This design comes from an exercise in tuning for small area on the open sky130 flow, not from production work.
In this exercise RTL edits were held to simulation tests only and were not proved equivalent to the original.
Power and IR drop assume default switching activity.

### design/flow/flow/run.sh
#!/bin/bash
# Own layout flow: the standard synthesis and ORFS steps, with three changes:
#  - port buffers use a small buffer cell instead of the default one,
#  - clock tree synthesis inserts no dummy balancing loads,
#  - after global routing, repair_timing recovers area on paths with positive slack.
set -euo pipefail
cd "$(dirname "$0")/.."
bash standard.sh synth > synth.log 2>&1
bash standard.sh \
  "BUFFER_PORTS_ARGS=-buffer_cell sky130_fd_sc_hd__buf_2" \
  "CTS_ARGS=-sink_clustering_enable -repair_clock_nets -sink_clustering_size 40 -sink_clustering_max_diameter 60 -buf_list sky130_fd_sc_hd__clkbuf_16 -dont_use_dummy_load" \
  "MATCH_CELL_FOOTPRINT=0" \
  finish > layout.log 2>&1
### design/flow/standard.sh
#!/bin/bash
# synth_recipe.tcl (not shown) runs the flow's synth.tcl, then flattens the netlist and writes it again
# the make line also repeats each setting of config.mk as NAME=value (left out here)
make -C /OpenROAD-flow-scripts/flow DESIGN_CONFIG=/design/flow/config.mk WORK_HOME=/design/flow/orfs CLKGATE_MAP_FILE= SYNTH_SCRIPT=/design/flow/synth_recipe.tcl "${@:-finish}"
### design/flow/design.v
`timescale 1ns/1ps
package dac_spi_pkg;
  localparam logic [3:0] CMD_WR_IN      = 4'h0;
  localparam logic [3:0] CMD_UPD        = 4'h1;
  localparam logic [3:0] CMD_WR_UPD_ALL = 4'h2;
  localparam logic [3:0] CMD_WR_UPD     = 4'h3;
  localparam int DAC_FRAME_BITS = 24;
  localparam int COMM_MSB       = 23;
  localparam int ADDR_MSB       = 19;
  localparam int DATA_MSB       = 15;
  typedef enum logic [1:0] {
    ST_IDLE  = 2'd0,
    ST_SHIFT = 2'd1,
    ST_DONE  = 2'd2
  } rx_state_e;
endpackage
`timescale 1ns/1ps
module spi_in_sync #(
  parameter int   STAGES  = 2,
  parameter logic RST_VAL = 1'b0
) (
  input  logic clk,
  input  logic rst,
  input  logic din,
  output logic dout,
  output logic rise,
  output logic fall
);
  logic [STAGES-1:0] sync_q, sync_d;
  logic              prev_q, prev_d;
  always_comb begin
    sync_d = {sync_q[STAGES-2:0], din};
    prev_d = sync_q[STAGES-1];
  end
  always_ff @(posedge clk or negedge rst) begin
    if (!rst) begin
      sync_q <= {STAGES{RST_VAL}};
      prev_q <= RST_VAL;
    end else begin
      sync_q <= sync_d;
      prev_q <= prev_d;
    end
  end
  assign dout = sync_q[STAGES-1];
  assign rise = dout & ~prev_q;
  assign fall = ~dout & prev_q;
endmodule
`timescale 1ns/1ps
module dac_spi_rx #(
  parameter int SYNC_STAGES = 2,
  parameter int NBITS       = 24,
  parameter int NCH         = 16
) (
  input  logic        clk,
  input  logic        rst,
  input  logic        spi_sync,
  input  logic        spi_sclk,
  input  logic        spi_data,
  input  logic [3:0]  rd_addr,
  output logic [15:0] rd_data,
  output logic        rx_valid,
  output logic [3:0]  rx_comm,
  output logic [3:0]  rx_addr,
  output logic [15:0] rx_data,
  output logic        frame_err,
  output logic        busy
);
  logic sync_s, sync_rise, sync_fall;
  logic sclk_s, sclk_rise, sclk_fall;
  logic data_s, data_rise, data_fall;
  logic unused_edges;
  spi_in_sync #(.STAGES(SYNC_STAGES), .RST_VAL(1'b1)) u_sync_sync (
    .clk(clk), .rst(rst), .din(spi_sync), .dout(sync_s), .rise(sync_rise), .fall(sync_fall));
  spi_in_sync #(.STAGES(SYNC_STAGES), .RST_VAL(1'b1)) u_sclk_sync (
    .clk(clk), .rst(rst), .din(spi_sclk), .dout(sclk_s), .rise(sclk_rise), .fall(sclk_fall));
  spi_in_sync #(.STAGES(SYNC_STAGES), .RST_VAL(1'b0)) u_data_sync (
    .clk(clk), .rst(rst), .din(spi_data), .dout(data_s), .rise(data_rise), .fall(data_fall));
  assign unused_edges = ^{sync_s, sclk_s, sclk_rise, data_rise, data_fall};
  dac_spi_pkg::rx_state_e                 state_q, state_d;
  logic [dac_spi_pkg::DAC_FRAME_BITS-1:0] sr_q, sr_d;
  logic [4:0]                cnt_q, cnt_d;
  logic                      rx_valid_q, rx_valid_d;
  logic                      frame_err_q, frame_err_d;
  logic [3:0]                rx_comm_q, rx_comm_d;
  logic [3:0]                rx_addr_q, rx_addr_d;
  logic [15:0]               rx_data_q, rx_data_d;
  logic                      good;
  always_comb begin
    state_d     = state_q;
    sr_d        = sr_q;
    cnt_d       = cnt_q;
    good        = 1'b0;
    frame_err_d = 1'b0;
    case (state_q)
      dac_spi_pkg::ST_IDLE: begin
        if (sync_fall) begin
          state_d = dac_spi_pkg::ST_SHIFT;
          cnt_d   = '0;
        end
      end
      dac_spi_pkg::ST_SHIFT: begin
        if (sclk_fall) begin
          sr_d = {sr_q[dac_spi_pkg::DAC_FRAME_BITS-2:0], data_s};
          if (cnt_q != 5'd31) cnt_d = cnt_q + 5'd1;
        end
        if (sync_rise) state_d = dac_spi_pkg::ST_DONE;
      end
      dac_spi_pkg::ST_DONE: begin
        state_d = dac_spi_pkg::ST_IDLE;
        if (cnt_q == 5'(NBITS)) good = 1'b1;
        else                    frame_err_d = 1'b1;
      end
      default: state_d = dac_spi_pkg::ST_IDLE;
    endcase
    rx_valid_d = good;
    rx_comm_d  = good ? sr_q[dac_spi_pkg::COMM_MSB -: 4]  : rx_comm_q;
    rx_addr_d  = good ? sr_q[dac_spi_pkg::ADDR_MSB -: 4]  : rx_addr_q;
    rx_data_d  = good ? sr_q[dac_spi_pkg::DATA_MSB -: 16] : rx_data_q;
  end
  always_ff @(posedge clk or negedge rst) begin
    if (!rst) begin
      state_q     <= dac_spi_pkg::ST_IDLE;
      cnt_q       <= '0;
      rx_valid_q  <= 1'b0;
      frame_err_q <= 1'b0;
      rx_comm_q   <= '0;
      rx_addr_q   <= '0;
      rx_data_q   <= '0;
    end else begin
      state_q     <= state_d;
      cnt_q       <= cnt_d;
      rx_valid_q  <= rx_valid_d;
      frame_err_q <= frame_err_d;
      rx_comm_q   <= rx_comm_d;
      rx_addr_q   <= rx_addr_d;
      rx_data_q   <= rx_data_d;
    end
  end
  always_ff @(posedge clk) sr_q <= sr_d;
  logic [NCH-1:0][15:0] in_r, out_r;      
  logic [3:0]           ptr_q;            
  logic                 ready_q;          
  logic                 pend_q;           
  logic                 run_q;            
  logic                 act;              
  logic                 c_wr;             
  logic                 p_hit, p_upd;
  logic [15:0]          in_new, out_new;
  assign c_wr  = (rx_comm_q[1:0] != 2'd1);
  assign act   = pend_q & (run_q | (ptr_q == 4'd0));
  assign p_hit = (ptr_q == rx_addr_q);
  assign p_upd = (rx_comm_q[1:0] == 2'd2) | (rx_comm_q[0] & p_hit);
  assign in_new  = (~ready_q | (act & c_wr & p_hit)) ? rx_data_q : in_r[0];
  assign out_new = (~ready_q | (act & p_upd)) ? in_new : out_r[0];
  always_ff @(posedge clk) begin
    in_r  <= {in_new,  in_r[NCH-1:1]};
    out_r <= {out_new, out_r[NCH-1:1]};
  end
  always_ff @(posedge clk or negedge rst) begin
    if (!rst) begin
      ptr_q   <= '0;
      ready_q <= 1'b0;
      pend_q  <= 1'b0;
      run_q   <= 1'b0;
    end else begin
      ptr_q <= ptr_q + 4'd1;
      if (ptr_q == 4'd15) ready_q <= 1'b1;
      if (good) begin
        pend_q <= (sr_q[dac_spi_pkg::COMM_MSB -: 2] == 2'd0);
      end else if (act) begin
        if (ptr_q == 4'd15) begin
          pend_q <= 1'b0;
          run_q  <= 1'b0;
        end else begin
          run_q  <= 1'b1;
        end
      end
    end
  end
  logic [3:0]  nq;       
  logic [1:0]  r_lo, r_hi;
  logic        r_c2, r_done;
  logic        r_hit, r_upd, r_new, use_rx, use_in;
  logic [3:0][15:0] r_out4, r_in4;
  logic [15:0] r_out, r_in;
  logic [3:0]  h0, h1;   
  assign nq = 4'd0 - ptr_q;
  assign r_lo[0] = rd_addr[0] ? ~nq[0] : nq[0];
  assign r_lo[1] = rd_addr[1] ? ~(rd_addr[0] ? (nq[1] ^ nq[0]) : nq[1])
                              :  (rd_addr[0] ? (nq[1] ^ nq[0]) : nq[1]);
  assign r_c2 = rd_addr[1] ? (nq[1] | (rd_addr[0] & nq[0])) : (nq[1] & rd_addr[0] & nq[0]);
  assign h0 = {2'b00, nq[3:2]};
  assign h1 = {2'b00, nq[3:2] + 2'd1};
  always_comb begin
    logic [1:0] e;
    e = r_c2 ? h1[1:0] : h0[1:0];
    r_hi[0] = rd_addr[2] ? ~e[0] : e[0];
    r_hi[1] = rd_addr[3] ? ~(rd_addr[2] ? (e[1] ^ e[0]) : e[1])
                         :  (rd_addr[2] ? (e[1] ^ e[0]) : e[1]);
  end
  always_comb begin
    logic lt1, lt2;
    lt1    = rd_addr[1] ? (ptr_q[1] & ~rd_addr[0] & ptr_q[0]) : (ptr_q[1] | (~rd_addr[0] & ptr_q[0]));
    lt2    = rd_addr[2] ? (ptr_q[2] & lt1) : (ptr_q[2] | lt1);
    r_done = rd_addr[3] ? (ptr_q[3] & lt2) : (ptr_q[3] | lt2);
  end
  always_comb begin
    for (int g = 0; g < 4; g++) begin
      r_out4[g] = out_r[4*g + r_lo];
      r_in4[g]  = in_r[4*g + r_lo];
    end
  end
  assign r_out = r_out4[r_hi];
  assign r_in  = r_in4[r_hi];
  assign r_hit = (rd_addr == rx_addr_q);
  assign r_upd = (rx_comm_q[1:0] == 2'd2) | (rx_comm_q[0] & r_hit);
  assign r_new = pend_q & ~(run_q & r_done) & r_upd;
  assign use_rx = ~ready_q | (r_new & c_wr & r_hit);
  assign use_in = r_new;
  always_comb begin
    if (use_rx)      rd_data = rx_data_q;
    else if (use_in) rd_data = r_in;
    else             rd_data = r_out;
  end
  assign rx_valid  = rx_valid_q;
  assign frame_err = frame_err_q;
  assign rx_comm   = rx_comm_q;
  assign rx_addr   = rx_addr_q;
  assign rx_data   = rx_data_q;
  assign busy      = (state_q == dac_spi_pkg::ST_SHIFT);
endmodule
### design/flow/constraint.sdc
create_clock -name core_clock -period 5.0 [get_ports {clk}]
set_input_delay 1.0000 -clock core_clock [delete_from_list [all_inputs] [get_ports {clk}]]
set_output_delay 1.0000 -clock core_clock [all_outputs]
set_load 0.01 [all_outputs]
### design/flow/config.mk
export PLATFORM = sky130hd
export DESIGN_NAME = dac_spi_rx
export DESIGN_NICKNAME = dac_spi_rx
export VERILOG_FILES = /design/flow/design.v
export SDC_FILE = /design/flow/constraint.sdc
export NUM_CORES = 4
export LEC_CHECK = 0
export CAP_MARGIN = 20
export CORE_MARGIN = 2
export CORE_UTILIZATION = 40
export GPL_TIMING_DRIVEN = 0
export SLEW_MARGIN = 20
==> reports/summary.txt, run 1 <==
OUTCOME
---------------------------------------------------------------------------------------
Outcome                                                                    complete, no violations

WORST SETUP PATH
---------------------------------------------------------------------------------------
Critical path required time                                                     4.00 ns
Category of the worst setup path launch point                              primary input
Cell breakdown of the critical path                                        buf_2 -> inv_1 -> ha_1 -> nor3b_1 -> a2111oi_2 -> o211ai_1 -> buf_2 -> clkbuf_4 -> buf_4 -> mux2i_1 -> o22ai_1 -> a21oi_1 -> a211oi_2 -> buf_2
Crit end category                                                           output port
Longest individual stage delay on the worst path                                0.38 ns
Crit path max fanout                                                                 10
Critical-path top delay cell                                               sky130_fd_sc_hd__a2111oi_2
Arrival time at the worst endpoint                                              3.85 ns
Cell with the most instances on the worst path                             sky130_fd_sc_hd__buf_2
Category of the critical setup timing path                                 primary input to output port

CLOCK NETWORK
---------------------------------------------------------------------------------------
Max clock buf depth                                                                   3
CTS root buffer                                                            sky130_fd_sc_hd__clkbuf_16
Count of hold-fix buffers inserted at cts                                             0
Clock buffers created by TritonCTS                                                   34
Clock transition at the registers of the reported paths                         0.10 ns
CTS tree                                                                           done
Clock latency reported for the late side of the worst-skew pair                 0.54 ns
CTS sink cnt                                                                        584
Clock H-tree levels                                                                   2

STA
---------------------------------------------------------------------------------------
Final Hold Vio Count                                                                  0
Maximum frequency from static timing analysis                                 0.206 GHz
RSZ-0062 raised after global routing                                               true
Number of max-slew violations in the final report                                     0
Smallest hold slack                                                            0.314 ns
Time the final worst path needs with I/O delays and setup                       4.85 ns
Final setup violation count                                                           0
Worst Max-Slew Pin Slew                                                         1.13 ns
Final Worst Setup Slack                                                        0.149 ns
Fin Clk Skew                                                                  0.0383 ns
Worst slew slack as a fraction of its limit                                       0.241
Tcrit/Tclk final                                                                  0.970

DRT
---------------------------------------------------------------------------------------
Number of violations reported at the end of detailed-routing iteration 0            617
Vias per cell                                                                      5.17
Wirelength, routed                                                             42500 um
DRC Markers                                                                           0
Post-DR wirelength/cell                                                         23.4 um
Number of vias in the routed layout                                                9394
Detailed-routing iteration count for the pre-antenna-repair pass                      5
Antenna Violating Nets Remaining                                                      0

FINISH
---------------------------------------------------------------------------------------
Antenna diodes                                                                        0
Fraction of final layout cells with drive strength greater than 1                 0.267
Register area                                                                0.0122 mm2
Layout Nets                                                                        1242
Filler Cell Count                                                                  3878
Area growth from synthesis to final layout                                        12.9%
Area used by multi-input combinational logic                                0.00553 mm2

LOGIC SYNTHESIS
---------------------------------------------------------------------------------------
Nets in the synthesized netlist                                                    1147
Most frequent cell after synthesis                                         sky130_fd_sc_hd__dfxtp_1
Share of flip-flops with an asynchronous set or reset after synthesis            0.0822
Number of distinct library cells after synthesis                                     64
Mapped Cells                                                                       1131
Post-synthesis area per instance                                               15.8 um2
Commonest cells in the synthesized netlist                                 sky130_fd_sc_hd__dfxtp_1 (512), sky130_fd_sc_hd__mux4_2 (75), sky130_fd_sc_hd__mux2i_1 (64), sky130_fd_sc_hd__mux2_2 (55), sky130_fd_sc_hd__dfrtp_1 (42)
Dominant cells by area after synthesis                                     sky130_fd_sc_hd__dfxtp_1 (57%), sky130_fd_sc_hd__mux4_2 (9.4%), sky130_fd_sc_hd__dfrtp_1 (5.9%), sky130_fd_sc_hd__edfxtp_1 (4.0%), sky130_fd_sc_hd__mux2i_1 (3.6%)
Largest area contributor in the synthesized netlist                        sky130_fd_sc_hd__dfxtp_1
Yosys warning count                                                                   3
Share of the synthesized area in the top cell type                                0.573
Flip-flop and latch count after synthesis                                           584
Netlist area before placement                                                0.0179 mm2
Post-synthesis sequential area ratio                                              0.681
Number of synthesized flops with an enable pin                                       24
Commonest register cell after synthesis                                    sky130_fd_sc_hd__dfxtp_1

FLOORPLANNING
---------------------------------------------------------------------------------------
Die W                                                                            215 um
DIE HEIGHT                                                                       215 um
DIE AREA                                                                     0.0464 mm2
Total number of placement rows                                                       77
Core area                                                                    0.0442 mm2
Initial cell density of the core                                                  0.405
Number of top-level pins                                                             52

GLOBAL ROUTING
---------------------------------------------------------------------------------------
Global-route wire length before repair                                         62900 um
Largest net degree at the start of global routing                                    49
Vias in the first global route                                                     9768
All-layer global routing usage                                                    0.183
Leftover overflow at the end of global routing                                        0
Initial antenna violation count                                                       0

PLACE
---------------------------------------------------------------------------------------
Setup slack after placement                                                   -0.988 ns
HPWL after detailed placement                                                  28000 um
Number of I/O port buffers                                                           51
GPL Wtd Cong                                                                      0.781

POWER
---------------------------------------------------------------------------------------
Overall power of the completed layout                                           7.68 mW
Maximum ir drop on the vdd rail                                                0.180 mV
Leak Pwr                                                                        8.24 nW
Power Dens Cells                                                             380 mW/mm2

HOLD PATH
---------------------------------------------------------------------------------------
Worst min path class                                                       flop to flop

JOB
---------------------------------------------------------------------------------------
Maxcap violations                                                                     0

-- sequential cells by signal (all words and copies together) (netlist names) --
name	count
u_sync_sync.prev_q	1
rx_addr_q	4
rx_data_q	16
state_q	2
run_q	1
rx_comm_q	4
ptr_q	4
cnt_q	5
pend_q	1
u_sclk_sync.sync_q	2
u_sync_sync.sync_q	2
frame_err_q	1
u_data_sync.sync_q	2
u_sclk_sync.prev_q	1
sr_q	24
ready_q	1
rx_valid_q	1
out_r	256
in_r	256
-- what timing repair did --
action / 4_1_cts / 5_1_grt
pin swaps: 3 / 8
gates resized for setup: 49 / 67
setup buffers: 4 / 2
gates cloned: 0 / 2
endpoints found under the setup margin: 16 / 16
-- cells in the final DEF, fill, tap and decap left out, drive strengths merged, types with 14 or more instances in the layout --
master  instances
dfxtp         512
nand2          15
o221ai         15
a22o           30
mux2i          64
buf            87
mux2           55
clkbuf         62
o22ai          14
a21oi          32
a211oi         30
mux4           93
nor2           15
dfrtp          42
edfxtp         24
nor2b          14
-- worst max-delay path: cells and delay by family --
kind / cells / cell delay (ns)
AOI/OAI and AO/OA: 5 / 1.18
adders and majority gates: 1 / 0.19
and+or+nand+nor: 1 / 0.14
muxes: 1 / 0.15
buffers and inverters: 6 / 1.16
-- stage by stage --
stage	utilization	TNS, ns	instances	area [um2]
6_report	0.457	0	1816	20200
5_1_grt	0.457	-0.0383	1816	20200
4_1_cts	0.449	0	1812	19900
3_5_place_dp	0.428	-9.81	1775	18900
3_3_place_gp	0.427	-10.70	1774	18900
2_1_floorplan	-	0	1131	17900
-- routing by layer --
layer / vias up / wire, um / global-route usage
li1: 4329 / - / -
met1: 4795 / 19500 / 0.248
met2: 207 / 20100 / 0.297
met3: 63 / 1770 / 0.0328
met4: 0 / 1160 / 0.0600
met5: - / 0 / 0
-- cell type report --
cell class	instances	share of cell area
sequential	584	0.603
multi-input combinational	478	0.274
clock buffer	34	0.0421
tap	592	0.0367
buffer	56	0.0232
timing repair buffer	60	0.0188
inverter	12	0.00223
-- cell families after synthesis --
| family | after synthesis | share of synthesized area |
|---|---|---|
| xor+xnor | 22 | 0.0108 |
| simple gates | 81 | 0.0250 |
| mux | 212 | 0.191 |
| compound gates | 155 | 0.0629 |
| fa+ha+maj | 8 | 0.00545 |
| flops | 584 | 0.681 |
| buf+inv | 69 | 0.0239 |
-- path summary, 6_finish.rpt --
path                         startpoint            to  slack [ns]  cells past startpoint
setup / recovery             rd_addr[0]   rd_data[12]        0.15                     14
hold / removal                in_r[161]     in_r[145]        0.31                      0
min in group asynchronous           rst  rx_data_q[3]        0.53                      1
setup reg to reg           rx_addr_q[0]    out_r[246]        1.23                      7
max in group asynchronous           rst      ptr_q[0]        3.95                      1
hold reg to reg               in_r[161]     in_r[145]        0.31                      0
-- power by group --
part	switching [mW]	total (mW)	internal (mW)
Sequential	0.0199	4.73	4.71
Clock	1.41	2.62	1.22
Combinational	0.224	0.325	0.101
==> inputs of run 2 (changes only) <==
--- a/design/flow/flow/run.sh
+++ b/design/flow/flow/run.sh
@@ -10,3 +10,3 @@
   "BUFFER_PORTS_ARGS=-buffer_cell sky130_fd_sc_hd__buf_2" \
-  "CTS_ARGS=-sink_clustering_enable -repair_clock_nets -sink_clustering_size 40 -sink_clustering_max_diameter 60 -buf_list sky130_fd_sc_hd__clkbuf_16 -dont_use_dummy_load" \
+  "CTS_ARGS=-sink_clustering_enable -repair_clock_nets -sink_clustering_size 60 -sink_clustering_max_diameter 60 -buf_list sky130_fd_sc_hd__clkbuf_16 -dont_use_dummy_load" \
   "MATCH_CELL_FOOTPRINT=0" \
==> reports/summary.txt, run 2 <==
WORST SETUP PATH
---------------------------------------------------------------------------------------
Number of cell instances on the worst register-to-register path                       7
Critical register-to-register path endpoint                                  out_r[246]
Category of the critical setup timing path                                 primary input to output port
Critical path required time                                                     4.00 ns
Worst reg-to-reg setup slack                                                    1.23 ns
Critical-path top delay cell                                               sky130_fd_sc_hd__a2111oi_2
Longest individual stage delay on the worst path                                0.38 ns
Crit path capture                                                           rd_data[12]
Crit end category                                                           output port
Arrival time at the worst endpoint                                              3.85 ns
Cell with the most instances on the worst path                             sky130_fd_sc_hd__buf_2
Crit path max fanout                                                                 10
Number of buffers and inverters on the critical path                                  6
Total number of cells along the worst setup path                                     14
Category of the worst setup path launch point                              primary input
Launch point of the worst reg-to-reg path                                  rx_addr_q[0]
Cell breakdown of the critical path                                        buf_2 -> inv_1 -> ha_1 -> nor3b_1 -> a2111oi_2 -> o211ai_1 -> buf_2 -> clkbuf_4 -> buf_4 -> mux2i_1 -> o22ai_1 -> a21oi_1 -> a211oi_2 -> buf_2
Startpoint of the most critical setup path                                   rd_addr[0]
Kind of cell with the highest combined delay on the critical path          compound AO/OA/AOI/OAI gates

FINISH
---------------------------------------------------------------------------------------
Layout Nets                                                                        1242
Registers with the highest flip-flop counts                                in_r (256), out_r (256), sr_q (24)
Most common cell after layout, fill and taps aside                         sky130_fd_sc_hd__dfxtp_1
Fraction of final layout cells with drive strength greater than 1                 0.267
Final core utilization                                                            0.457
Area growth from synthesis to final layout                                        12.9%
Commonest cells after routing, fill and taps aside                         sky130_fd_sc_hd__dfxtp_1 (512), sky130_fd_sc_hd__mux4_2 (75), sky130_fd_sc_hd__mux2i_1 (64), sky130_fd_sc_hd__buf_2 (60), sky130_fd_sc_hd__mux2_2 (55)
Antenna diodes                                                                        0

CLOCK NETWORK
---------------------------------------------------------------------------------------
Clock buffers created by TritonCTS                                                   34
CTS tree                                                                           done
Count of hold-fix buffers inserted at cts                                             0
CTS root buffer                                                            sky130_fd_sc_hd__clkbuf_16
Max clock buf depth                                                                   3
Clock latency reported for the late side of the worst-skew pair                 0.54 ns
CTS sink cnt                                                                        584
Clock H-tree levels                                                                   2
Clock transition at the registers of the reported paths                         0.10 ns

FLOORPLANNING
---------------------------------------------------------------------------------------
Initial cell density of the core                                                  0.405
Total number of placement rows                                                       77
DIE HEIGHT                                                                       215 um
Core area                                                                    0.0442 mm2
Die W                                                                            215 um
DIE AREA                                                                     0.0464 mm2
Number of top-level pins                                                             52

STA
---------------------------------------------------------------------------------------
Maximum frequency from static timing analysis                                 0.206 GHz
Worst slew slack as a fraction of its limit                                       0.241
RSZ-0062 raised after global routing                                               true
Time the final worst path needs with I/O delays and setup                       4.85 ns
Final setup violation count                                                           0
Worst Max-Slew Pin Slew                                                         1.13 ns
Final Worst Setup Slack                                                        0.149 ns
Final Hold Vio Count                                                                  0
Tcrit/Tclk final                                                                  0.970
Fin Clk Skew                                                                  0.0383 ns
Number of max-slew violations in the final report                                     0
Smallest hold slack                                                            0.314 ns

LOGIC SYNTHESIS
---------------------------------------------------------------------------------------
Number of synthesized flops with an enable pin                                       24
Commonest cells in the synthesized netlist                                 sky130_fd_sc_hd__dfxtp_1 (512), sky130_fd_sc_hd__mux4_2 (75), sky130_fd_sc_hd__mux2i_1 (64), sky130_fd_sc_hd__mux2_2 (55), sky130_fd_sc_hd__dfrtp_1 (42)
Share of the synthesized area in the top cell type                                0.573
Dominant cells by area after synthesis                                     sky130_fd_sc_hd__dfxtp_1 (57%), sky130_fd_sc_hd__mux4_2 (9.4%), sky130_fd_sc_hd__dfrtp_1 (5.9%), sky130_fd_sc_hd__edfxtp_1 (4.0%), sky130_fd_sc_hd__mux2i_1 (3.6%)
Largest area contributor in the synthesized netlist                        sky130_fd_sc_hd__dfxtp_1
Nets in the synthesized netlist                                                    1147
Commonest register cell after synthesis                                    sky130_fd_sc_hd__dfxtp_1
Flip-flop and latch count after synthesis                                           584
Mapped Cells                                                                       1131
Share of flip-flops with an asynchronous set or reset after synthesis            0.0822
Post-synthesis sequential area ratio                                              0.681
Post-synthesis area per instance                                               15.8 um2
Most frequent cell after synthesis                                         sky130_fd_sc_hd__dfxtp_1
Yosys warning count                                                                   3
Number of distinct library cells after synthesis                                     64
Netlist area before placement                                                0.0179 mm2

DRT
---------------------------------------------------------------------------------------
Post-DR wirelength/cell                                                         23.4 um
Wirelength, routed                                                             42500 um
Detailed-routing iteration count for the pre-antenna-repair pass                      5
DRC Markers                                                                           0
Number of vias in the routed layout                                                9394
Vias per cell                                                                      5.17
Number of violations reported at the end of detailed-routing iteration 0            617
Antenna Violating Nets Remaining                                                      0

PLACE
---------------------------------------------------------------------------------------
HPWL after detailed placement                                                  28000 um
GPL Wtd Cong                                                                      0.781
Number of I/O port buffers                                                           51
Setup slack after placement                                                   -0.988 ns

GLOBAL ROUTING
---------------------------------------------------------------------------------------
Largest net degree at the start of global routing                                    49
Leftover overflow at the end of global routing                                        0
Vias in the first global route                                                     9768
All-layer global routing usage                                                    0.183
Global-route wire length before repair                                         62900 um
Initial antenna violation count                                                       0

JOB
---------------------------------------------------------------------------------------
Maxcap violations                                                                     0

OUTCOME
---------------------------------------------------------------------------------------
Outcome                                                                    complete, no violations

POWER
---------------------------------------------------------------------------------------
Leak Pwr                                                                        8.24 nW
Power Dens Cells                                                             380 mW/mm2
Maximum ir drop on the vdd rail                                                0.180 mV
Overall power of the completed layout                                           7.68 mW

HOLD PATH
---------------------------------------------------------------------------------------
Worst min path class                                                       flop to flop

## run 2: kinds of logic after synthesis
kind of cell | count (synthesis) | synth area share
DFF | 584 | 0.681
buffers and inverters | 69 | 0.0239
muxes | 212 | 0.191
and+or+nand+nor | 81 | 0.0250
adders and majority gates | 8 | 0.00545
AOI/OAI and AO/OA | 155 | 0.0629
xor gates and xnor gates | 22 | 0.0108
## run 2: what timing repair did
item,in CTS,in global routing
setup buffers,4,2
gates cloned,0,2
gates resized for setup,49,67
endpoints found under the setup margin,16,16
pin swaps,3,8
## run 2: power by group
| group | total [mW] | switching, mW | internal, mW |
|---|---|---|---|
| logic | 0.325 | 0.224 | 0.101 |
| clock network | 2.62 | 1.41 | 1.22 |
| registers | 4.73 | 0.0199 | 4.71 |
## run 2: worst min-delay path by stage
stage | start | end | cells past startpoint | slack (ns)
2_1_floorplan | in_r[126] | in_r[110] | 0 | 0.32
3_3_place_gp | in_r[221] | in_r[205] | 0 | 0.33
3_5_place_dp | in_r[191] | in_r[175] | 0 | 0.33
4_1_cts | in_r[162] | in_r[146] | 0 | 0.32
5_1_grt | in_r[161] | in_r[145] | 0 | 0.32
6_report | in_r[161] | in_r[145] | 0 | 0.31
## run 2: cell type report
class,count,area [um2]
Timing Repair Buffer,60,380
Tap cell,592,741
Inverter,12,45.0
Buffer,56,468
Sequential cell,584,12200
Clock buffer,34,851
Multi-Input combinational cell,478,5530
Fill cell,3878,24000
## run 2: through the flow
stage          instance area, um2  cells  TNS, ns
2_1_floorplan               17900   1131        0
3_3_place_gp                18900   1774   -10.70
3_5_place_dp                18900   1775    -9.81
4_1_cts                     19900   1812        0
5_1_grt                     20200   1816  -0.0383
6_report                    20200   1816        0
## run 2: metal layers
metal  global-route usage  part of all wire
met2                0.297              0.47
met5                    0                 0
met4               0.0600             0.027
met1                0.248              0.46
met3               0.0328             0.042
## run 2: worst register-to-register path, delay by kind of cell, from the launching register on
kind / cells / cell delay, ns
muxes: 2 / 0.75
and+or+nand+nor: 1 / 0.39
DFF: 1 / 0.46
buffers and inverters: 1 / 0.77
xor gates and xnor gates: 1 / 0.19
AOI/OAI and AO/OA: 2 / 1.09
==> inputs of run 3 (changes only) <==
--- a/design/flow/flow/run.sh
+++ b/design/flow/flow/run.sh
@@ -10,3 +10,3 @@
   "BUFFER_PORTS_ARGS=-buffer_cell sky130_fd_sc_hd__buf_2" \
-  "CTS_ARGS=-sink_clustering_enable -repair_clock_nets -sink_clustering_size 60 -sink_clustering_max_diameter 60 -buf_list sky130_fd_sc_hd__clkbuf_16 -dont_use_dummy_load" \
+  "CTS_ARGS=-sink_clustering_enable -repair_clock_nets -sink_clustering_size 24 -sink_clustering_max_diameter 40 -buf_list sky130_fd_sc_hd__clkbuf_8 -dont_use_dummy_load" \
   "MATCH_CELL_FOOTPRINT=0" \
==> reports/summary.txt, run 3 <==
GLOBAL ROUTING
---------------------------------------------------------------------------------------
Vias in the first global route                                                    10023
Largest net degree at the start of global routing                                    49
Initial antenna violation count                                                       0
Global-route wire length before repair                                         63500 um
All-layer global routing usage                                                    0.184
Leftover overflow at the end of global routing                                        0

WORST SETUP PATH
---------------------------------------------------------------------------------------
Launch point of the worst reg-to-reg path                                  rx_addr_q[0]
Category of the worst setup path launch point                              primary input
Worst reg-to-reg setup slack                                                    1.21 ns
Category of the critical setup timing path                                 primary input to output port
Crit end category                                                           output port
Arrival time at the worst endpoint                                              3.89 ns
Critical path required time                                                     4.00 ns
Number of cell instances on the worst register-to-register path                       7
Critical register-to-register path endpoint                                  out_r[246]
Crit path max fanout                                                                 10

CLOCK NETWORK
---------------------------------------------------------------------------------------
Clock transition at the registers of the reported paths                         0.10 ns
Max clock buf depth                                                                   3
Clock latency reported for the late side of the worst-skew pair                 0.63 ns
Count of hold-fix buffers inserted at cts                                             0
CTS sink cnt                                                                        584
CTS root buffer                                                            sky130_fd_sc_hd__clkbuf_8
CTS tree                                                                           done
Clock buffers created by TritonCTS                                                   56
Clock H-tree levels                                                                   2

PLACE
---------------------------------------------------------------------------------------
HPWL after detailed placement                                                  28000 um
Instance count after placement with tap cells included                             1775
Number of I/O port buffers                                                           51
GPL Wtd Cong                                                                      0.781
Setup slack after placement                                                   -0.988 ns

STA
---------------------------------------------------------------------------------------
Time the final worst path needs with I/O delays and setup                       4.89 ns
RSZ-0062 raised after global routing                                               true
Tcrit/Tclk final                                                                  0.977
Fin Clk Skew                                                                  0.0451 ns
Maximum frequency from static timing analysis                                 0.205 GHz
Number of max-slew violations in the final report                                     0
Worst Max-Slew Pin Slew                                                         1.16 ns
Final Worst Setup Slack                                                        0.113 ns
Worst slew slack as a fraction of its limit                                       0.223
Total Negative Setup Slacks                                                        0 ns
Final Hold Vio Count                                                                  0
Final setup violation count                                                           0

DRT
---------------------------------------------------------------------------------------
Antenna Violating Nets Remaining                                                      0
Vias per cell                                                                      5.19
Post-DR wirelength/cell                                                         23.4 um
Detailed-routing iteration count for the pre-antenna-repair pass                      5
Number of vias in the routed layout                                                9544
Wirelength, routed                                                             42900 um
Number of violations reported at the end of detailed-routing iteration 0            516
DRC Markers                                                                           0

JOB
---------------------------------------------------------------------------------------
Maxcap violations                                                                     0

LOGIC SYNTHESIS
---------------------------------------------------------------------------------------
Yosys warning count                                                                   3
Number of synthesized flops with an enable pin                                       24
Commonest register cell after synthesis                                    sky130_fd_sc_hd__dfxtp_1
Nets in the synthesized netlist                                                    1147
Netlist area before placement                                                0.0179 mm2
Dominant cells by area after synthesis                                     sky130_fd_sc_hd__dfxtp_1 (57%), sky130_fd_sc_hd__mux4_2 (9.4%), sky130_fd_sc_hd__dfrtp_1 (5.9%), sky130_fd_sc_hd__edfxtp_1 (4.0%), sky130_fd_sc_hd__mux2i_1 (3.6%)
Share of flip-flops with an asynchronous set or reset after synthesis            0.0822
Number of distinct library cells after synthesis                                     64
Commonest cells in the synthesized netlist                                 sky130_fd_sc_hd__dfxtp_1 (512), sky130_fd_sc_hd__mux4_2 (75), sky130_fd_sc_hd__mux2i_1 (64), sky130_fd_sc_hd__mux2_2 (55), sky130_fd_sc_hd__dfrtp_1 (42)
Post-synthesis area per instance                                               15.8 um2
Largest area contributor in the synthesized netlist                        sky130_fd_sc_hd__dfxtp_1
Post-synthesis sequential area ratio                                              0.681
Share of the synthesized area in the top cell type                                0.573
Mapped Cells                                                                       1131
Flip-flop and latch count after synthesis                                           584
Most frequent cell after synthesis                                         sky130_fd_sc_hd__dfxtp_1

FLOORPLANNING
---------------------------------------------------------------------------------------
Initial cell density of the core                                                  0.405
DIE HEIGHT                                                                       215 um
Die W                                                                            215 um
Number of top-level pins                                                             52
DIE AREA                                                                     0.0464 mm2
Core area                                                                    0.0442 mm2
Total number of placement rows                                                       77

HOLD PATH
---------------------------------------------------------------------------------------
Worst hold path startpoint                                                    in_r[225]
Worst-case hold path end point                                                in_r[209]
Worst min path class                                                       flop to flop
Number of instances on the worst hold path                                            0

FINISH
---------------------------------------------------------------------------------------
Antenna diodes                                                                        0
Layout Nets                                                                        1264
Most common cell after layout, fill and taps aside                         sky130_fd_sc_hd__dfxtp_1
Commonest cells after routing, fill and taps aside                         sky130_fd_sc_hd__dfxtp_1 (512), sky130_fd_sc_hd__mux4_2 (75), sky130_fd_sc_hd__mux2i_1 (64), sky130_fd_sc_hd__buf_2 (59), sky130_fd_sc_hd__clkbuf_8 (56)
Fraction of final layout cells with drive strength greater than 1                 0.281
Final core utilization                                                            0.455
Number of non-filler instances in the completed layout                             1838
Area growth from synthesis to final layout                                        12.6%
Registers with the highest flip-flop counts                                in_r (256), out_r (256), sr_q (24)

OUTCOME
---------------------------------------------------------------------------------------
Outcome                                                                    complete, no violations

POWER
---------------------------------------------------------------------------------------
Overall power of the completed layout                                           7.49 mW
Power Dens Cells                                                             372 mW/mm2
Leak Pwr                                                                        8.23 nW
Maximum ir drop on the vdd rail                                                0.207 mV

[run 3: critical path: stages]
cell	delay (ns)
sky130_fd_sc_hd__buf_2	0.16
sky130_fd_sc_hd__inv_1	0.06
sky130_fd_sc_hd__ha_1	0.19
sky130_fd_sc_hd__nor3b_1	0.14
sky130_fd_sc_hd__a2111oi_2	0.39
sky130_fd_sc_hd__o211ai_1	0.17
sky130_fd_sc_hd__buf_2	0.21
sky130_fd_sc_hd__clkbuf_4	0.26
sky130_fd_sc_hd__buf_4	0.26
sky130_fd_sc_hd__mux2i_1	0.15
sky130_fd_sc_hd__o22ai_1	0.22
sky130_fd_sc_hd__a21oi_1	0.12
sky130_fd_sc_hd__a211oi_2	0.34
sky130_fd_sc_hd__buf_2	0.20
[run 3: how the worst max path moves through the flow]
stage,start,to
2_1_floorplan,rd_addr[0],rd_data[10]
3_3_place_gp,rd_addr[0],rd_data[12]
3_5_place_dp,rd_addr[0],rd_data[12]
4_1_cts,ptr_q[1],rd_data[3]
5_1_grt,rd_addr[0],rd_data[3]
6_report,rd_addr[0],rd_data[2]
[run 3: final cells by class]
type,instances,area [um2]
multi-input cells,478,5540
flip-flops and latches,584,12200
fillers,3905,24100
clock buffers,56,771
well taps,592,741
plain buffers,55,475
inverters,12,45.0
repair buffers,61,388
[run 3: routing by layer]
| layer | vias up | part of all wire | wire (um) | GRT usage |
|---|---|---|---|---|
| met5 | - | 0 | 0 | 0 |
| met2 | 242 | 0.47 | 20000 | 0.296 |
| met4 | 0 | 0.033 | 1430 | 0.0703 |
| met3 | 86 | 0.053 | 2260 | 0.0378 |
| met1 | 4847 | 0.45 | 19200 | 0.246 |
| li1 | 4369 | - | - | - |
[run 3: metrics by stage]
| stage | area [um2] | hold slack (ns) |
|---|---|---|
| 2_1_floorplan | 17900 | 0.323 |
| 3_3_place_gp | 18900 | 0.325 |
| 3_5_place_dp | 18900 | 0.329 |
| 4_1_cts | 19800 | 0.308 |
| 5_1_grt | 20100 | 0.304 |
| 6_report | 20100 | 0.307 |
[run 3: kinds of logic (layout without fill, tap and decap cells)]
| logic type | count (synthesis) | after routing | share of synthesized area |
|---|---|---|---|
| AO/OA/AOI/OAI | 155 | 155 | 0.0629 |
| flip-flops | 584 | 584 | 0.681 |
| adder cells (fa/ha/maj) | 8 | 8 | 0.00545 |
| AND/OR/NAND/NOR | 81 | 81 | 0.0250 |
| multiplexers | 212 | 212 | 0.191 |
| buffers and inverters | 69 | 184 | 0.0239 |
| XOR/XNOR | 22 | 22 | 0.0108 |
[run 3: power breakdown]
group	switching (mW)	total, mW	internal, mW
Clock	1.44	2.43	0.993
Sequential	0.0190	4.73	4.71
Combinational	0.225	0.328	0.103
[run 3: repair_timing]
item | in CTS | in global routing
resized for setup | 55 | 68
gates cloned | 0 | 2
hold endpoints to repair | 0 | 0
setup endpoints to repair | 16 | 16
setup buffers | 6 | 1
pin swaps | 3 | 8
==> inputs of run 4 (changes only) <==
--- a/design/flow/flow/run.sh
+++ b/design/flow/flow/run.sh
@@ -10,3 +10,3 @@
   "BUFFER_PORTS_ARGS=-buffer_cell sky130_fd_sc_hd__buf_2" \
-  "CTS_ARGS=-sink_clustering_enable -repair_clock_nets -sink_clustering_size 24 -sink_clustering_max_diameter 40 -buf_list sky130_fd_sc_hd__clkbuf_8 -dont_use_dummy_load" \
+  "CTS_ARGS=-sink_clustering_enable -repair_clock_nets -sink_clustering_size 12 -sink_clustering_max_diameter 30 -buf_list sky130_fd_sc_hd__clkbuf_4 -dont_use_dummy_load" \
   "MATCH_CELL_FOOTPRINT=0" \
==> reports/summary.txt, run 4 <==
CLOCK NETWORK
---------------------------------------------------------------------------------------
Clock H-tree levels                                                                   3
Max clock buf depth                                                                   3
CTS sink cnt                                                                        584
Clock transition at the registers of the reported paths                         0.09 ns
Clock latency reported for the late side of the worst-skew pair                 0.81 ns
CTS tree                                                                           done
Count of hold-fix buffers inserted at cts                                             0
Clock buffers created by TritonCTS                                                   91
CTS root buffer                                                            sky130_fd_sc_hd__clkbuf_4

GLOBAL ROUTING
---------------------------------------------------------------------------------------
Initial antenna violation count                                                       2
All-layer global routing usage                                                    0.188
Global-route wire length before repair                                         64400 um
Largest net degree at the start of global routing                                    49
Leftover overflow at the end of global routing                                        0
Vias in the first global route                                                    10283

LOGIC SYNTHESIS
---------------------------------------------------------------------------------------
Commonest register cell after synthesis                                    sky130_fd_sc_hd__dfxtp_1
Dominant cells by area after synthesis                                     sky130_fd_sc_hd__dfxtp_1 (57%), sky130_fd_sc_hd__mux4_2 (9.4%), sky130_fd_sc_hd__dfrtp_1 (5.9%), sky130_fd_sc_hd__edfxtp_1 (4.0%), sky130_fd_sc_hd__mux2i_1 (3.6%)
Commonest cells in the synthesized netlist                                 sky130_fd_sc_hd__dfxtp_1 (512), sky130_fd_sc_hd__mux4_2 (75), sky130_fd_sc_hd__mux2i_1 (64), sky130_fd_sc_hd__mux2_2 (55), sky130_fd_sc_hd__dfrtp_1 (42)
Largest area contributor in the synthesized netlist                        sky130_fd_sc_hd__dfxtp_1
Post-synthesis area per instance                                               15.8 um2
Number of synthesized flops with an enable pin                                       24
Number of distinct library cells after synthesis                                     64
Mapped Cells                                                                       1131
Post-synthesis sequential area ratio                                              0.681
Flip-flop and latch count after synthesis                                           584
Most frequent cell after synthesis                                         sky130_fd_sc_hd__dfxtp_1
Share of flip-flops with an asynchronous set or reset after synthesis            0.0822
Nets in the synthesized netlist                                                    1147
Share of the synthesized area in the top cell type                                0.573
Netlist area before placement                                                0.0179 mm2
Yosys warning count                                                                   3

STA
---------------------------------------------------------------------------------------
Final Hold Vio Count                                                                  0
Time the final worst path needs with I/O delays and setup                       4.86 ns
Fin Clk Skew                                                                  0.0947 ns
Maximum frequency from static timing analysis                                 0.206 GHz
Tcrit/Tclk final                                                                  0.972
Final setup violation count                                                           0
Worst slew slack as a fraction of its limit                                       0.256
Total Negative Setup Slacks                                                        0 ns
Number of max-slew violations in the final report                                     0
Worst Max-Slew Pin Slew                                                         1.11 ns
Smallest hold slack                                                            0.268 ns

DRT
---------------------------------------------------------------------------------------
DRC Markers                                                                           0
Detailed-routing iteration count for the pre-antenna-repair pass                      4
Vias per cell                                                                      5.13
Highest routed layer                                                               met4
Routed length on met2                                                          20300 um
Met3 WL post-DR                                                                 2100 um
Wirelength, routed                                                             42700 um
Number of violations reported at the end of detailed-routing iteration 0            555
Post-DR wirelength/cell                                                         22.7 um
Antenna Violating Nets Remaining                                                      0
Number of vias in the routed layout                                                9649
Met1 Wirelength                                                                19300 um

HOLD PATH
---------------------------------------------------------------------------------------
Worst min path class                                                       primary input to asynchronous set/reset pin

PLACE
---------------------------------------------------------------------------------------
Instance count after placement with tap cells included                             1775
Post-Place Cell Area                                                         0.0189 mm2
Number of I/O port buffers                                                           51
GPL Wtd Cong                                                                      0.781
HPWL after detailed placement                                                  28000 um

WORST SETUP PATH
---------------------------------------------------------------------------------------
Crit end category                                                           output port
Critical path required time                                                     4.00 ns
Cell breakdown of the critical path                                        buf_2 -> inv_1 -> ha_1 -> nor3b_1 -> a2111oi_2 -> o211a_1 -> buf_6 -> buf_6 -> buf_12 -> mux4_2 -> a211oi_1 -> a211oi_1 -> buf_2
Crit path max fanout                                                                 10
Category of the critical setup timing path                                 primary input to output port
Longest individual stage delay on the worst path                                0.52 ns
Category of the worst setup path launch point                              primary input
Critical-path top delay cell                                               sky130_fd_sc_hd__mux4_2
Arrival time at the worst endpoint                                              3.86 ns

POWER
---------------------------------------------------------------------------------------
Power Dens Cells                                                             367 mW/mm2
Leak Pwr                                                                        8.25 nW
Maximum ir drop on the vdd rail                                                0.147 mV
Overall power of the completed layout                                           7.34 mW

FLOORPLANNING
---------------------------------------------------------------------------------------
Core area                                                                    0.0442 mm2
Total number of placement rows                                                       77
Die W                                                                            215 um
DIE HEIGHT                                                                       215 um
Number of top-level pins                                                             52
Initial cell density of the core                                                  0.405
DIE AREA                                                                     0.0464 mm2

FINISH
---------------------------------------------------------------------------------------
Area used by multi-input combinational logic                                0.00551 mm2
Commonest cells after routing, fill and taps aside                         sky130_fd_sc_hd__dfxtp_1 (512), sky130_fd_sc_hd__clkbuf_4 (93), sky130_fd_sc_hd__mux4_2 (75), sky130_fd_sc_hd__mux2i_1 (64), sky130_fd_sc_hd__buf_2 (58)
Most common cell after layout, fill and taps aside                         sky130_fd_sc_hd__dfxtp_1
Filler Cell Count                                                                  3946
Register area                                                                0.0122 mm2
Fraction of final layout cells with drive strength greater than 1                 0.299
Registers with the highest flip-flop counts                                in_r (256), out_r (256), sr_q (24)
Area growth from synthesis to final layout                                        11.8%
Number of non-filler instances in the completed layout                             1881
Layout Nets                                                                        1303
Final cell area excluding filler cells                                       0.0200 mm2

JOB
---------------------------------------------------------------------------------------
Maxcap violations                                                                     0

OUTCOME
---------------------------------------------------------------------------------------
Outcome                                                                    complete, no violations

## run 4: cell count changes in the layout (fill, tap and decap cells not counted), sizes merged
cell,delta
clkbuf,+31
diode,+4
buf,+8
dlymetal6s4s,-1
dlymetal6s2s,+1
## run 4: worst paths after layout
kind / slack, ns / startpoint / cells past startpoint / endpoint
min in group core_clock: 0.29 / in_r[50] / 0 / in_r[34]
worst min-delay path: 0.27 / rst / 1 / rx_data_q[14]
worst min register to register: 0.29 / in_r[50] / 0 / in_r[34]
worst max register to register: 1.24 / ptr_q[0] / 8 / out_r[246]
worst max-delay path: 0.14 / rd_addr[0] / 13 / rd_data[11]
max in group asynchronous: 4.14 / rst / 1 / ptr_q[1]
## run 4: logic make-up after synthesis
family          Yosys count  share of synthesized area
buf+inv                  69                     0.0239
xor+xnor                 22                     0.0108
mux                     212                      0.191
compound gates          155                     0.0629
flops                   584                      0.681
simple gates             81                     0.0250
fa+ha+maj                 8                    0.00545
## run 4: final cells by class
type | instances | area share
timing repair buffer | 65 | 0.0198
multi-input combinational | 478 | 0.275
buffer | 55 | 0.0222
clock buffer | 91 | 0.0341
sequential | 584 | 0.609
antenna | 4 | 0.000500
inverter | 12 | 0.00225
tap | 592 | 0.0370
## run 4: stage by stage
step	setup WS (ns)	utilization
2_1_floorplan	0.717	-
3_3_place_gp	-0.941	0.427
3_5_place_dp	-0.988	0.428
4_1_cts	0.00994	0.449
5_1_grt	-0.0235	0.452
6_report	0.139	0.452
## run 4: worst max-delay path: cells and delay by family
family / cells / cell delay (ns)
and+or+nand+nor: 1 / 0.14
AOI/OAI and AO/OA: 4 / 1.00
muxes: 1 / 0.52
buffers and inverters: 6 / 0.99
adders and majority gates: 1 / 0.19
## run 4: what timing repair did
action	in CTS	in global routing
setup buffers	8	5
hold endpoints to repair	0	0
pin swaps	6	6
gates resized for setup	82	37
setup endpoints to repair	16	16
## run 4: layer usage
metal / vias to the layer above / GRT usage
met2: 236 / 0.301
met4: 0 / 0.0736
met3: 67 / 0.0450
met1: 4862 / 0.246
met5: - / 0
li1: 4484 / -
## run 4: report_power, final
group	leakage (nW)	internal (mW)	switching (mW)
logic	2.86	0.107	0.222
registers	4.97	4.71	0.0189
clock network	0.419	0.833	1.45
total	8.25	5.65	1.69
==> inputs of run 5 (changes only) <==
--- a/design/flow/flow/run.sh
+++ b/design/flow/flow/run.sh
@@ -10,3 +10,3 @@
   "BUFFER_PORTS_ARGS=-buffer_cell sky130_fd_sc_hd__buf_2" \
-  "CTS_ARGS=-sink_clustering_enable -repair_clock_nets -sink_clustering_size 12 -sink_clustering_max_diameter 30 -buf_list sky130_fd_sc_hd__clkbuf_4 -dont_use_dummy_load" \
+  "CTS_ARGS=-sink_clustering_enable -repair_clock_nets -sink_clustering_size 16 -sink_clustering_max_diameter 40 -buf_list {sky130_fd_sc_hd__clkbuf_4 sky130_fd_sc_hd__clkbuf_8} -dont_use_dummy_load" \
   "MATCH_CELL_FOOTPRINT=0" \
==> reports/summary.txt, run 5 <==
GLOBAL ROUTING
---------------------------------------------------------------------------------------
Global-route wire length before repair                                         63400 um
All-layer global routing usage                                                    0.184
Vias in the first global route                                                    10004
Leftover overflow at the end of global routing                                        0
Largest net degree at the start of global routing                                    49
Initial antenna violation count                                                       1

FINISH
---------------------------------------------------------------------------------------
Fraction of final layout cells with drive strength greater than 1                 0.280
Area growth from synthesis to final layout                                        12.6%
Final cell area excluding filler cells                                       0.0201 mm2
Commonest cells after routing, fill and taps aside                         sky130_fd_sc_hd__dfxtp_1 (512), sky130_fd_sc_hd__mux4_2 (75), sky130_fd_sc_hd__mux2i_1 (64), sky130_fd_sc_hd__buf_2 (59), sky130_fd_sc_hd__clkbuf_8 (56)
Most common cell after layout, fill and taps aside                         sky130_fd_sc_hd__dfxtp_1
Filler Cell Count                                                                  3898
Layout Nets                                                                        1264
Registers with the highest flip-flop counts                                in_r (256), out_r (256), sr_q (24)

OUTCOME
---------------------------------------------------------------------------------------
Outcome                                                                    complete, no violations

WORST SETUP PATH
---------------------------------------------------------------------------------------
Crit path capture                                                           rd_data[12]
Kind of cell with the highest combined delay on the critical path          buffers and inverters
Critical-path top delay cell                                               sky130_fd_sc_hd__clkbuf_2
Number of buffers and inverters on the critical path                                  6
Cell with the most instances on the worst path                             sky130_fd_sc_hd__buf_2
Launch point of the worst reg-to-reg path                                  rx_addr_q[0]
Category of the worst setup path launch point                              primary input
Total number of cells along the worst setup path                                     11
Longest individual stage delay on the worst path                                0.40 ns
Critical path required time                                                     4.00 ns
Cell breakdown of the critical path                                        buf_2 -> inv_1 -> ha_1 -> clkbuf_1 -> clkbuf_2 -> nand2_1 -> buf_2 -> o22ai_1 -> a21oi_1 -> a211oi_2 -> buf_2
Crit end category                                                           output port
Worst reg-to-reg setup slack                                                    1.27 ns
Arrival time at the worst endpoint                                              3.87 ns
Crit path max fanout                                                                 10
Critical register-to-register path endpoint                                  out_r[246]
Startpoint of the most critical setup path                                   rd_addr[0]
Number of cell instances on the worst register-to-register path                       7
Category of the critical setup timing path                                 primary input to output port

STA
---------------------------------------------------------------------------------------
Final Hold Vio Count                                                                  0
Final setup violation count                                                           0
Total Negative Setup Slacks                                                        0 ns
Worst Max-Slew Pin Slew                                                         1.10 ns
Fin Clk Skew                                                                  0.0367 ns
Tcrit/Tclk final                                                                  0.975
Number of max-slew violations in the final report                                     0
Time the final worst path needs with I/O delays and setup                       4.87 ns
Worst slew slack as a fraction of its limit                                       0.259
Maximum frequency from static timing analysis                                 0.205 GHz

LOGIC SYNTHESIS
---------------------------------------------------------------------------------------
Number of distinct library cells after synthesis                                     64
Largest area contributor in the synthesized netlist                        sky130_fd_sc_hd__dfxtp_1
Post-synthesis area per instance                                               15.8 um2
Share of the synthesized area in the top cell type                                0.573
Most frequent cell after synthesis                                         sky130_fd_sc_hd__dfxtp_1
Share of flip-flops with an asynchronous set or reset after synthesis            0.0822
Commonest register cell after synthesis                                    sky130_fd_sc_hd__dfxtp_1
Number of synthesized flops with an enable pin                                       24
Nets in the synthesized netlist                                                    1147
Netlist area before placement                                                0.0179 mm2
Yosys warning count                                                                   3
Flip-flop and latch count after synthesis                                           584
Post-synthesis sequential area ratio                                              0.681
Dominant cells by area after synthesis                                     sky130_fd_sc_hd__dfxtp_1 (57%), sky130_fd_sc_hd__mux4_2 (9.4%), sky130_fd_sc_hd__dfrtp_1 (5.9%), sky130_fd_sc_hd__edfxtp_1 (4.0%), sky130_fd_sc_hd__mux2i_1 (3.6%)
Commonest cells in the synthesized netlist                                 sky130_fd_sc_hd__dfxtp_1 (512), sky130_fd_sc_hd__mux4_2 (75), sky130_fd_sc_hd__mux2i_1 (64), sky130_fd_sc_hd__mux2_2 (55), sky130_fd_sc_hd__dfrtp_1 (42)
Mapped Cells                                                                       1131

JOB
---------------------------------------------------------------------------------------
Maxcap violations                                                                     0

FLOORPLANNING
---------------------------------------------------------------------------------------
Core area                                                                    0.0442 mm2
Die W                                                                            215 um
Number of top-level pins                                                             52
Total number of placement rows                                                       77
Initial cell density of the core                                                  0.405
DIE HEIGHT                                                                       215 um
DIE AREA                                                                     0.0464 mm2

DRT
---------------------------------------------------------------------------------------
Vias per cell                                                                      5.19
Number of vias in the routed layout                                                9549
Post-DR wirelength/cell                                                         23.3 um
Detailed-routing iteration count for the pre-antenna-repair pass                      5
Wirelength, routed                                                             42800 um
Number of violations reported at the end of detailed-routing iteration 0            536
Antenna Violating Nets Remaining                                                      0
DRC Markers                                                                           0

CLOCK NETWORK
---------------------------------------------------------------------------------------
Clock H-tree levels                                                                   2
CTS sink cnt                                                                        584
Max clock buf depth                                                                   3
Clock transition at the registers of the reported paths                         0.08 ns
Clock latency reported for the late side of the worst-skew pair                 0.62 ns
CTS tree                                                                           done
Count of hold-fix buffers inserted at cts                                             0
CTS root buffer                                                            sky130_fd_sc_hd__clkbuf_8
Clock buffers created by TritonCTS                                                   56

POWER
---------------------------------------------------------------------------------------
Leak Pwr                                                                        8.23 nW
Power Dens Cells                                                             371 mW/mm2
Maximum ir drop on the vdd rail                                                0.210 mV
Overall power of the completed layout                                           7.48 mW

HOLD PATH
---------------------------------------------------------------------------------------
Worst min path class                                                       flop to flop

PLACE
---------------------------------------------------------------------------------------
GPL Wtd Cong                                                                      0.781
Number of I/O port buffers                                                           51
HPWL after detailed placement                                                  28000 um
Post-Place Cell Area                                                         0.0189 mm2

[run 5: layout make-up]
cell class	instances	area (um2)	share of cell area
Antenna cell	1	2.50	0.000124
Inverter	12	45.0	0.00224
Buffer	55	485	0.0241
Timing Repair Buffer	61	388	0.0193
Clock buffer	56	771	0.0383
Sequential cell	584	12200	0.605
Multi-Input combinational cell	478	5530	0.275
Tap cell	592	741	0.0368
[run 5: logic make-up (layout without fill, tap and decap cells)]
| kind of cell | Yosys count | after routing | synth area share |
|---|---|---|---|
| flip-flops | 584 | 584 | 0.681 |
| XOR/XNOR | 22 | 22 | 0.0108 |
| AND/OR/NAND/NOR | 81 | 81 | 0.0250 |
| other | 0 | 1 | 0 |
| multiplexers | 212 | 212 | 0.191 |
| AO/OA/AOI/OAI | 155 | 155 | 0.0629 |
| buffers and inverters | 69 | 184 | 0.0239 |
| adder cells (fa/ha/maj) | 8 | 8 | 0.00545 |
[run 5: per-layer routing]
| layer | track usage | share of wire |
|---|---|---|
| met5 | 0 | 0 |
| met4 | 0.0733 | 0.033 |
| met3 | 0.0365 | 0.053 |
| met1 | 0.245 | 0.44 |
| met2 | 0.297 | 0.47 |
[run 5: what timing repair did]
action	4_1_cts	5_1_grt
gates cloned	0	2
setup endpoints to repair	16	16
buffers inserted	6	1
pin swaps	3	9
resized for setup	54	68
[run 5: power by group]
part / switching [mW] / internal (mW) / total (mW) / leakage (nW)
Clock: 1.43 / 0.993 / 2.42 / 0.403
Combinational: 0.224 / 0.102 / 0.327 / 2.86
Sequential: 0.0189 / 4.71 / 4.73 / 4.97
Total: 1.67 / 5.81 / 7.48 / 8.23
[run 5: worst min-delay path by stage]
| stage | endpoint | startpoint | cells past startpoint | slack (ns) |
|---|---|---|---|---|
| after CTS | out_r[207] | out_r[223] | 0 | 0.31 |
| after detailed placement | in_r[175] | in_r[191] | 0 | 0.33 |
| after global routing | in_r[114] | in_r[130] | 0 | 0.30 |
| after floorplan | in_r[110] | in_r[126] | 0 | 0.32 |
| after global placement | in_r[205] | in_r[221] | 0 | 0.33 |
| final | out_r[207] | out_r[223] | 0 | 0.31 |
[run 5: stage by stage]
stage	setup WS, ns	cells	util	hold slack [ns]
after floorplan	0.717	1131	-	0.323
after global placement	-0.941	1774	0.427	0.325
after detailed placement	-0.988	1775	0.428	0.329
after CTS	0.0131	1835	0.448	0.307
after global routing	-0.000238	1839	0.456	0.305
final	0.127	1839	0.456	0.311
==> inputs of run 6 (changes only) <==
--- a/design/flow/flow/run.sh
+++ b/design/flow/flow/run.sh
@@ -10,3 +10,3 @@
   "BUFFER_PORTS_ARGS=-buffer_cell sky130_fd_sc_hd__buf_2" \
-  "CTS_ARGS=-sink_clustering_enable -repair_clock_nets -sink_clustering_size 16 -sink_clustering_max_diameter 40 -buf_list {sky130_fd_sc_hd__clkbuf_4 sky130_fd_sc_hd__clkbuf_8} -dont_use_dummy_load" \
+  "CTS_ARGS=-sink_clustering_enable -repair_clock_nets -sink_clustering_size 10 -sink_clustering_max_diameter 30 -buf_list {sky130_fd_sc_hd__clkbuf_4} -dont_use_dummy_load" \
   "MATCH_CELL_FOOTPRINT=0" \
==> reports/summary.txt, run 6 <==
OUTCOME
---------------------------------------------------------------------------------------
Outcome                                                                    complete, no violations

STA
---------------------------------------------------------------------------------------
Final setup violation count                                                           0
Total Negative Setup Slacks                                                        0 ns
Fin Clk Skew                                                                  0.0786 ns
Final Hold Vio Count                                                                  0
Number of max-slew violations in the final report                                     0
Final Worst Setup Slack                                                        0.145 ns
Time the final worst path needs with I/O delays and setup                       4.86 ns
Tcrit/Tclk final                                                                  0.971
Worst Max-Slew Pin Slew                                                         1.11 ns
Worst slew slack as a fraction of its limit                                       0.257
Maximum frequency from static timing analysis                                 0.206 GHz

POWER
---------------------------------------------------------------------------------------
Int Pwr                                                                         5.65 mW
Proportion of power drawn by flip-flops and latches                               0.644
Overall power of the completed layout                                           7.34 mW
Maximum ir drop on the vdd rail                                                0.161 mV
Leak Pwr                                                                        8.25 nW
Clock network power share                                                         0.311
Combinational cell fraction of total power                                        0.045
Power dissipated by switching net loads                                         1.69 mW
Power Dens Cells                                                             367 mW/mm2
Fraction of power spent switching nets                                            0.230

FLOORPLANNING
---------------------------------------------------------------------------------------
Initial cell density of the core                                                  0.405
DIE HEIGHT                                                                       215 um
Die W                                                                            215 um
DIE AREA                                                                     0.0464 mm2
Total number of placement rows                                                       77
Core area                                                                    0.0442 mm2
Number of top-level pins                                                             52

LOGIC SYNTHESIS
---------------------------------------------------------------------------------------
Share of the synthesized area in the top cell type                                0.573
Nets in the synthesized netlist                                                    1147
Dominant cells by area after synthesis                                     sky130_fd_sc_hd__dfxtp_1 (57%), sky130_fd_sc_hd__mux4_2 (9.4%), sky130_fd_sc_hd__dfrtp_1 (5.9%), sky130_fd_sc_hd__edfxtp_1 (4.0%), sky130_fd_sc_hd__mux2i_1 (3.6%)
Share of flip-flops with an asynchronous set or reset after synthesis            0.0822
Mapped Cells                                                                       1131
Largest area contributor in the synthesized netlist                        sky130_fd_sc_hd__dfxtp_1
Number of synthesized flops with an enable pin                                       24
Flip-flop and latch count after synthesis                                           584
Yosys warning count                                                                   3
Post-synthesis area per instance                                               15.8 um2
Commonest cells in the synthesized netlist                                 sky130_fd_sc_hd__dfxtp_1 (512), sky130_fd_sc_hd__mux4_2 (75), sky130_fd_sc_hd__mux2i_1 (64), sky130_fd_sc_hd__mux2_2 (55), sky130_fd_sc_hd__dfrtp_1 (42)
Post-synthesis sequential area ratio                                              0.681
Number of distinct library cells after synthesis                                     64
Netlist area before placement                                                0.0179 mm2
Most frequent cell after synthesis                                         sky130_fd_sc_hd__dfxtp_1
Commonest register cell after synthesis                                    sky130_fd_sc_hd__dfxtp_1

HOLD PATH
---------------------------------------------------------------------------------------
Worst min path class                                                       primary input to asynchronous set/reset pin

PLACE
---------------------------------------------------------------------------------------
HPWL after detailed placement                                                  28000 um
GPL Wtd Cong                                                                      0.781
Post-Place Cell Area                                                         0.0189 mm2
Setup slack after placement                                                   -0.988 ns
Number of I/O port buffers                                                           51

CLOCK NETWORK
---------------------------------------------------------------------------------------
Clock transition at the registers of the reported paths                         0.09 ns
CTS root buffer                                                            sky130_fd_sc_hd__clkbuf_4
Count of hold-fix buffers inserted at cts                                             0
Clock H-tree levels                                                                   3
Max clock buf depth                                                                   3
Clock buffers created by TritonCTS                                                   91
Clock latency reported for the late side of the worst-skew pair                 0.81 ns
CTS tree                                                                           done
CTS sink cnt                                                                        584

WORST SETUP PATH
---------------------------------------------------------------------------------------
Startpoint of the most critical setup path                                   rd_addr[0]
Kind of cell with the highest combined delay on the critical path          buffers and inverters
Critical path required time                                                     4.00 ns
Total number of cells along the worst setup path                                     15
Category of the worst setup path launch point                              primary input
Crit path max fanout                                                                 10
Cell breakdown of the critical path                                        buf_2 -> inv_1 -> ha_1 -> nor3b_1 -> a2111oi_2 -> buf_4 -> o211ai_1 -> buf_2 -> buf_4 -> buf_6 -> mux2i_1 -> o22ai_1 -> a21oi_1 -> a211oi_2 -> buf_2
Crit end category                                                           output port
Worst reg-to-reg setup slack                                                    1.25 ns
Critical-path top delay cell                                               sky130_fd_sc_hd__a211oi_2
Cell with the most instances on the worst path                             sky130_fd_sc_hd__buf_2
Critical register-to-register path endpoint                                  out_r[248]
Arrival time at the worst endpoint                                              3.86 ns
Number of buffers and inverters on the critical path                                  7
Longest individual stage delay on the worst path                                0.35 ns
Number of cell instances on the worst register-to-register path                       8
Launch point of the worst reg-to-reg path                                      ptr_q[0]
Category of the critical setup timing path                                 primary input to output port

DRT
---------------------------------------------------------------------------------------
DRC Markers                                                                           0
Post-DR wirelength/cell                                                         22.7 um
Wirelength, routed                                                             42700 um
Number of vias in the routed layout                                                9676
Vias per cell                                                                      5.15
Antenna Violating Nets Remaining                                                      0
Number of violations reported at the end of detailed-routing iteration 0            533
Detailed-routing iteration count for the pre-antenna-repair pass                      4

GLOBAL ROUTING
---------------------------------------------------------------------------------------
All-layer global routing usage                                                    0.188
Initial antenna violation count                                                       2
Largest net degree at the start of global routing                                    49
Global-route wire length before repair                                         64400 um
Vias in the first global route                                                    10266
Leftover overflow at the end of global routing                                        0

FINISH
---------------------------------------------------------------------------------------
Layout Nets                                                                        1303
Registers with the highest flip-flop counts                                in_r (256), out_r (256), sr_q (24)
Final cell area excluding filler cells                                       0.0200 mm2
Commonest cells after routing, fill and taps aside                         sky130_fd_sc_hd__dfxtp_1 (512), sky130_fd_sc_hd__clkbuf_4 (93), sky130_fd_sc_hd__mux4_2 (75), sky130_fd_sc_hd__mux2i_1 (64), sky130_fd_sc_hd__buf_2 (58)
Final core utilization                                                            0.452
Most common cell after layout, fill and taps aside                         sky130_fd_sc_hd__dfxtp_1
Fraction of final layout cells with drive strength greater than 1                 0.299
Area growth from synthesis to final layout                                        11.8%

JOB
---------------------------------------------------------------------------------------
Maxcap violations                                                                     0

[run 6: repair_timing]
action | 4_1_cts | 5_1_grt
pin swaps | 6 | 6
gates resized for setup | 82 | 37
setup buffers | 8 | 5
endpoints found under the setup margin | 16 | 16
[run 6: final cells by class]
cell class	count	area [um2]
Antenna cell	3	7.51
Buffer	55	444
Sequential cell	584	12200
Fill cell	3952	24200
Timing Repair Buffer	65	395
Clock buffer	91	683
Tap cell	592	741
Inverter	12	45.0
Multi-Input combinational cell	478	5510
[run 6: per-stage QoR]
| step | std cells | hold WS, ns |
|---|---|---|
| 3_3_place_gp | 1774 | 0.325 |
| 6_report | 1880 | 0.256 |
| 5_1_grt | 1880 | 0.248 |
| 4_1_cts | 1872 | 0.228 |
| 3_5_place_dp | 1775 | 0.329 |
| 2_1_floorplan | 1131 | 0.323 |
[run 6: how the worst max path moves through the flow]
stage	end	slack [ns]
2_1_floorplan	rd_data[10]	0.72
3_3_place_gp	rd_data[12]	-0.94
3_5_place_dp	rd_data[12]	-0.99
4_1_cts	rd_data[13]	0.01
5_1_grt	rd_data[9]	-0.03
6_report	rd_data[12]	0.14
[run 6: kinds of logic after synthesis]
| family | synth area share |
|---|---|
| simple gates | 0.0250 |
| xor+xnor | 0.0108 |
| fa+ha+maj | 0.00545 |
| mux | 0.191 |
| compound gates | 0.0629 |
| buf+inv | 0.0239 |
| flops | 0.681 |
[run 6: power by group through the flow]
| stage | combinational [mW] | clock (mW) | sequential (mW) |
|---|---|---|---|
| floorplan | 0.152 | 0 | 4.83 |
| global placement | 0.289 | 0 | 4.84 |
| detailed placement | 0.295 | 0 | 4.84 |
| CTS | 0.320 | 2.36 | 4.73 |
| global route | 0.350 | 2.58 | 4.73 |
| finish | 0.329 | 2.28 | 4.73 |
[run 6: per-layer routing]
metal  wire [um]  share of wire  vias to the layer above  track usage
li1            -              -                     4495            -
met1       19300           0.45                     4891        0.247
met2       20300           0.47                      236        0.303
met3        2220          0.052                       54       0.0457
met4         874          0.020                        0       0.0664
met5           0              0                        -            0

## static timing again, ports no longer ideal
No port has a modelled driver above. Below, the same layouts with a new extraction and two added sets of constraints. Step 1, drivers: a clkbuf_16 drives clk and a buf_2 each remaining input, both assumed. Step 2, shift: input delay + t, output delay - t, t = (earliest + latest rising clock arrival at the registers) / 2. This alone moves slack from input paths to output paths. Slacks: no drivers / after step 1 / after step 2; pairs: no drivers / after step 1.
| run | t, ns | setup WS [ns] | clock arrival spread, ns |
|---|---|---|---|
| run 1 | 0.580 | 0.149 / 0.124 / 0.127 | 0.045 / 0.045 |
| run 2 | 0.580 | 0.149 / 0.124 / 0.127 | 0.045 / 0.045 |
| run 3 | 0.655 | 0.113 / 0.091 / 0.091 | 0.059 / 0.059 |
| run 4 | 0.814 | 0.139 / 0.117 / 0.117 | 0.104 / 0.104 |
| run 5 | 0.655 | 0.127 / 0.105 / 0.105 | 0.054 / 0.055 |
| run 6 | 0.821 | 0.145 / 0.123 / 0.123 | 0.090 / 0.090 |
After both steps setup and hold are still met in every run listed.
